Background: an optimization exercise with open tools, aiming at small area. Do not read the settings as production practice.
Function was checked by simulation only, so behaviour that the tests miss may differ from the original.
Power is estimated from default activity; no workload was simulated.

==> inputs of pepper <==
==> flow/design.v <==
module regfile_wr_demux #(
    parameter int DATA_W = 32,
    parameter int ADDR_W = 5,
    parameter int BYPASS = 1
) (
    input  logic                 clk,
    input  logic                 rst_n,
    input  logic                 we,
    input  logic [ADDR_W-1:0]    waddr,
    input  logic [DATA_W-1:0]    wdata,
    input  logic [ADDR_W-1:0]    raddr1,
    input  logic [ADDR_W-1:0]    raddr2,
    output logic [DATA_W-1:0]    rdata1,
    output logic [DATA_W-1:0]    rdata2,
    output logic [2**ADDR_W-1:0] wr_onehot
);
    localparam int NREG = 2**ADDR_W;
    logic [DATA_W-1:0] regs_q [1:NREG-1];
    logic [NREG-1:1]   valid_q;
    logic [NREG-1:0]   wr_onehot_q;
    logic [NREG-1:0]   wr_onehot_d;
    always_comb begin
        wr_onehot_d = '0;
        for (int i = 1; i < NREG; i++) begin
            if (we && (waddr == ADDR_W'(i))) begin
                wr_onehot_d[i] = 1'b1;
            end
        end
    end
    always_ff @(posedge clk or negedge rst_n) begin
        if (!rst_n) begin
            valid_q     <= '0;
            wr_onehot_q <= '0;
        end else begin
            wr_onehot_q <= wr_onehot_d;
            valid_q     <= valid_q | wr_onehot_d[NREG-1:1];
        end
    end
    always_ff @(posedge clk) begin
        for (int i = 1; i < NREG; i++) begin
            if (wr_onehot_d[i]) begin
                regs_q[i] <= wdata;
            end
        end
    end
    logic hit1, hit2;
    logic [NREG-1:0] sel1, sel2;
    assign hit1 = (BYPASS != 0) && we && (waddr == raddr1) && (raddr1 != '0);
    assign hit2 = (BYPASS != 0) && we && (waddr == raddr2) && (raddr2 != '0);
    always_comb begin
        sel1[0] = hit1;
        sel2[0] = hit2;
        for (int i = 1; i < NREG; i++) begin
            sel1[i] = (raddr1 == ADDR_W'(i)) && valid_q[i] && !hit1;
            sel2[i] = (raddr2 == ADDR_W'(i)) && valid_q[i] && !hit2;
        end
    end
    for (genvar b = 0; b < DATA_W; b++) begin : g_rd
        logic [NREG-1:0] col;
        assign col[0] = wdata[b];
        for (genvar i = 1; i < NREG; i++) begin : g_col
            assign col[i] = regs_q[i][b];
        end
        regfile_rd_bit #(.N(NREG)) u_rd1 (.sel(sel1), .d(col), .q(rdata1[b]));
        regfile_rd_bit #(.N(NREG)) u_rd2 (.sel(sel2), .d(col), .q(rdata2[b]));
    end
    assign wr_onehot = wr_onehot_q;
endmodule
module regfile_rd_bit #(
    parameter int N = 32
) (
    input  logic [N-1:0] sel,
    input  logic [N-1:0] d,
    output logic         q
);
    localparam int G = N / 3;
    logic [G-1:0] y;
    for (genvar g = 0; g < G; g++) begin : g_aoi
        regfile_aoi3 u_aoi (.s(sel[3*g +: 3]), .d(d[3*g +: 3]), .y(y[g]));
    end
    assign q = ~&y | (|(sel[N-1:3*G] & d[N-1:3*G]));
endmodule
module regfile_aoi3 (
    input  logic [2:0] s,
    input  logic [2:0] d,
    output logic       y
);
    assign y = ~|(s & d);
endmodule
==> flow/run.sh <==
#!/bin/bash
# synth_recipe.tcl (not shown) runs the flow's synth.tcl, then flattens the netlist and writes it again
# the make line also repeats each setting of config.mk as NAME=value (left out here)
make -C /OpenROAD-flow-scripts/flow DESIGN_CONFIG=/design/flow/config.mk WORK_HOME=/design/flow/orfs CLKGATE_MAP_FILE= SYNTH_SCRIPT=/design/flow/synth_recipe.tcl finish
==> flow/config.mk <==
export PLATFORM = sky130hd
export DESIGN_NAME = regfile_wr_demux
export DESIGN_NICKNAME = regfile_wr_demux
export VERILOG_FILES = /design/flow/design.v
export SDC_FILE = /design/flow/constraint.sdc
export NUM_CORES = 4
export LEC_CHECK = 0
export CAP_MARGIN = 20
export CORE_MARGIN = 2
export CORE_UTILIZATION = 40
export SLEW_MARGIN = 20
export SYNTH_HIERARCHICAL = 1
==> flow/constraint.sdc <==
create_clock -name core_clock -period 8.0 [get_ports {clk}]
set_input_delay 1.6000 -clock core_clock [delete_from_list [all_inputs] [get_ports {clk}]]
set_output_delay 1.6000 -clock core_clock [all_outputs]
set_load 0.01 [all_outputs]
==> inputs of yarrow, as changes to pepper <==
==> flow/design.v, changed modules only <==
module regfile_wr_demux #(
    parameter int DATA_W = 32,
    parameter int ADDR_W = 5,
    parameter int BYPASS = 1
) (
    input  logic                 clk,
    input  logic                 rst_n,
    input  logic                 we,
    input  logic [ADDR_W-1:0]    waddr,
    input  logic [DATA_W-1:0]    wdata,
    input  logic [ADDR_W-1:0]    raddr1,
    input  logic [ADDR_W-1:0]    raddr2,
    output logic [DATA_W-1:0]    rdata1,
    output logic [DATA_W-1:0]    rdata2,
    output logic [2**ADDR_W-1:0] wr_onehot
);
    localparam int NREG = 2**ADDR_W;
    logic [DATA_W-1:0] regs_q [1:NREG-1];
    logic [NREG-1:1]   valid_q;
    logic [NREG-1:0]   wr_onehot_q;
    logic [NREG-1:0]   wr_onehot_d;
    logic [3:0] wr_hi;
    logic [7:0] wr_lo;
    always_comb begin
        for (int j = 0; j < 4; j++) wr_hi[j] = we && (waddr[4:3] == 2'(j));
        for (int k = 0; k < 8; k++) wr_lo[k] = (waddr[2:0] == 3'(k));
    end
    assign wr_onehot_d[0] = 1'b0;
    for (genvar i = 1; i < NREG; i++) begin : g_wr
        regfile_and2 u_wr (.a(wr_hi[i/8]), .b(wr_lo[i%8]), .y(wr_onehot_d[i]));
    end
    always_ff @(posedge clk or negedge rst_n) begin
        if (!rst_n) begin
            valid_q     <= '0;
            wr_onehot_q <= '0;
        end else begin
            wr_onehot_q <= wr_onehot_d;
            valid_q     <= valid_q | wr_onehot_d[NREG-1:1];
        end
    end
    always_ff @(posedge clk) begin
        for (int i = 1; i < NREG; i++) begin
            if (wr_onehot_d[i]) begin
                regs_q[i] <= wdata;
            end
        end
    end
    logic hit1, hit2;
    logic [NREG-1:0] sel1, sel2;
    assign hit1 = (BYPASS != 0) && we && (waddr == raddr1) && (raddr1 != '0);
    assign hit2 = (BYPASS != 0) && we && (waddr == raddr2) && (raddr2 != '0);
    logic [3:0] r1_hi, r2_hi;
    logic [7:0] r1_lo, r2_lo;
    always_comb begin
        for (int j = 0; j < 4; j++) begin
            r1_hi[j] = (raddr1[4:3] == 2'(j)) && !hit1;
            r2_hi[j] = (raddr2[4:3] == 2'(j)) && !hit2;
        end
        for (int k = 0; k < 8; k++) begin
            r1_lo[k] = (raddr1[2:0] == 3'(k));
            r2_lo[k] = (raddr2[2:0] == 3'(k));
        end
    end
    assign sel1[0] = hit1;
    assign sel2[0] = hit2;
    for (genvar i = 1; i < NREG; i++) begin : g_sel
        regfile_and3 u_sel1 (.a(r1_hi[i/8]), .b(r1_lo[i%8]), .c(valid_q[i]), .y(sel1[i]));
        regfile_and3 u_sel2 (.a(r2_hi[i/8]), .b(r2_lo[i%8]), .c(valid_q[i]), .y(sel2[i]));
    end
    for (genvar b = 0; b < DATA_W; b++) begin : g_rd
        logic [NREG-1:0] col;
        assign col[0] = wdata[b];
        for (genvar i = 1; i < NREG; i++) begin : g_col
            assign col[i] = regs_q[i][b];
        end
        regfile_rd_bit #(.N(NREG)) u_rd1 (.sel(sel1), .d(col), .q(rdata1[b]));
        regfile_rd_bit #(.N(NREG)) u_rd2 (.sel(sel2), .d(col), .q(rdata2[b]));
    end
    assign wr_onehot = wr_onehot_q;
endmodule
module regfile_and2 (
    input  logic a,
    input  logic b,
    output logic y
);
    assign y = a & b;
endmodule
module regfile_and3 (
    input  logic a,
    input  logic b,
    input  logic c,
    output logic y
);
    assign y = a & b & c;
endmodule
==> flow/flow/run.sh (new file) <==
#!/bin/bash
# The standard layout (standard.sh), with two changes:
#  - the port buffers that global placement adds are the smallest buffer,
#    sky130_fd_sc_hd__buf_1, instead of the cell buffer_ports picks by default;
#  - clock tree synthesis clusters sinks under clkbuf_8 buffers without dummy loads.
# Each step's full log is in orfs/logs/; make's own output goes to flow_make.log.
set -euo pipefail
CTS="-sink_clustering_enable -repair_clock_nets -sink_clustering_size 18"
CTS="$CTS -sink_clustering_max_diameter 80 -buf_list sky130_fd_sc_hd__clkbuf_8 -dont_use_dummy_load"
bash standard.sh "BUFFER_PORTS_ARGS=-buffer_cell sky130_fd_sc_hd__buf_1" "CTS_ARGS=$CTS" finish \
  > flow_make.log 2>&1
==> flow/standard.sh (new file) <==
#!/bin/bash
# synth_recipe.tcl (not shown) runs the flow's synth.tcl, then flattens the netlist and writes it again
# the make line also repeats each setting of config.mk as NAME=value (left out here)
make -C /OpenROAD-flow-scripts/flow DESIGN_CONFIG=/design/flow/config.mk WORK_HOME=/design/flow/orfs CLKGATE_MAP_FILE= SYNTH_SCRIPT=/design/flow/synth_recipe.tcl "${@:-finish}"
--- a/flow/config.mk
+++ b/flow/config.mk
@@ -10,2 +10,5 @@
 export CORE_UTILIZATION = 40
+export CTS_BUF_LIST = sky130_fd_sc_hd__clkbuf_8
+export CTS_CLUSTER_DIAMETER = 80
+export CTS_CLUSTER_SIZE = 18
 export SLEW_MARGIN = 20
removed: flow/run.sh
==> inputs of harbor, as changes to pepper <==
--- a/flow/config.mk
+++ b/flow/config.mk
@@ -10,2 +10,5 @@
 export CORE_UTILIZATION = 40
+export CTS_BUF_LIST = sky130_fd_sc_hd__clkbuf_8
+export CTS_CLUSTER_DIAMETER = 80
+export CTS_CLUSTER_SIZE = 18
 export SLEW_MARGIN = 20
==> qor.txt <==
xor/xnor cell area share of the yosys netlist: 0.168%
met2 wire length: 71000 µm
switching share of power: 22.0%
crit path to: rdata2[26]
Inst Count DP: 3918
setup slack at placement: 0.540 ns
Layout area overhead: 19.7%
TritonCTS buffer count: 101
status: finished clean
Slowest-stage cell, CP: clkdlybuf4s50_1
# the run above: pepper

==> qor.txt <==
Inst Count DP: 3918
Slowest-stage cell, CP: clkdlybuf4s50_1
Layout area overhead: 13.7%
switching share of power: 23.6%
crit path to: rdata2[26]
status: finished clean
TritonCTS buffer count: 69
xor/xnor cell area share of the yosys netlist: 0.168%
met2 wire length: 70100 µm
# the run above: harbor

==> qor.txt <==
status: finished clean
most common cell after layout, fill and taps aside: edfxtp_1
crit path to: rdata2[6]
CP Launch Type: input port
switching share of power: 23.6%
worst-path cell chain: buf_1 > xnor2_1 > and3_4 > a311oi_1 > and3_2 > a222oi_1 > nand4_1 > or4_4 > buf_1
Seq group: 6.18 mW
area of all sequential standard cells: 31300 µm²
Slowest-stage cell, CP: and3_2
slowest stage delay, CP: 1.21 ns
top-level I/O count: 146
TritonCTS buffer count: 69
post-synthesis adder-cell area fraction: 0%
delay-heaviest family, CP: simple AND/OR/NAND/NOR gates
met2 wire length: 67600 µm
Max-Cap Viols: 0
Slew headroom: 17.1%
xor/xnor cell area share of the yosys netlist: 0.211%
# the run above: yarrow

re-timing with driven ports:
How much do the figures lean on ideal ports? The routed layouts below were timed once more, with nothing changed but the port constraints.
Step 1, drivers: a clkbuf_16 drives clk and a buf_2 each remaining input, both assumed.
Step 2 moves the port delays by t, midway between the first and last clock arrival at a register: inputs arrive t later, outputs are due t later. That takes back most of the time a late clock gives input paths.
Slacks: no drivers / after step 1 / after step 2; pairs: no drivers / after step 1.
run | t (ns) | setup WS [ns] | hold slack, ns | worst setup path after step 2 | worst register clock-pin slew, ns
pepper | 0.745 | 0.458 / 0.432 / 0.432 | 0.497 / 0.497 / 0.497 | input to output | 0.07 / 0.07
yarrow | 0.772 | 1.092 / 1.066 / 1.066 | 0.491 / 0.491 / 0.491 | input to output | 0.12 / 0.12
harbor | 0.793 | 0.441 / 0.416 / 0.416 | 0.514 / 0.514 / 0.514 | input to output | 0.12 / 0.12
After both steps every run listed still meets setup and hold.
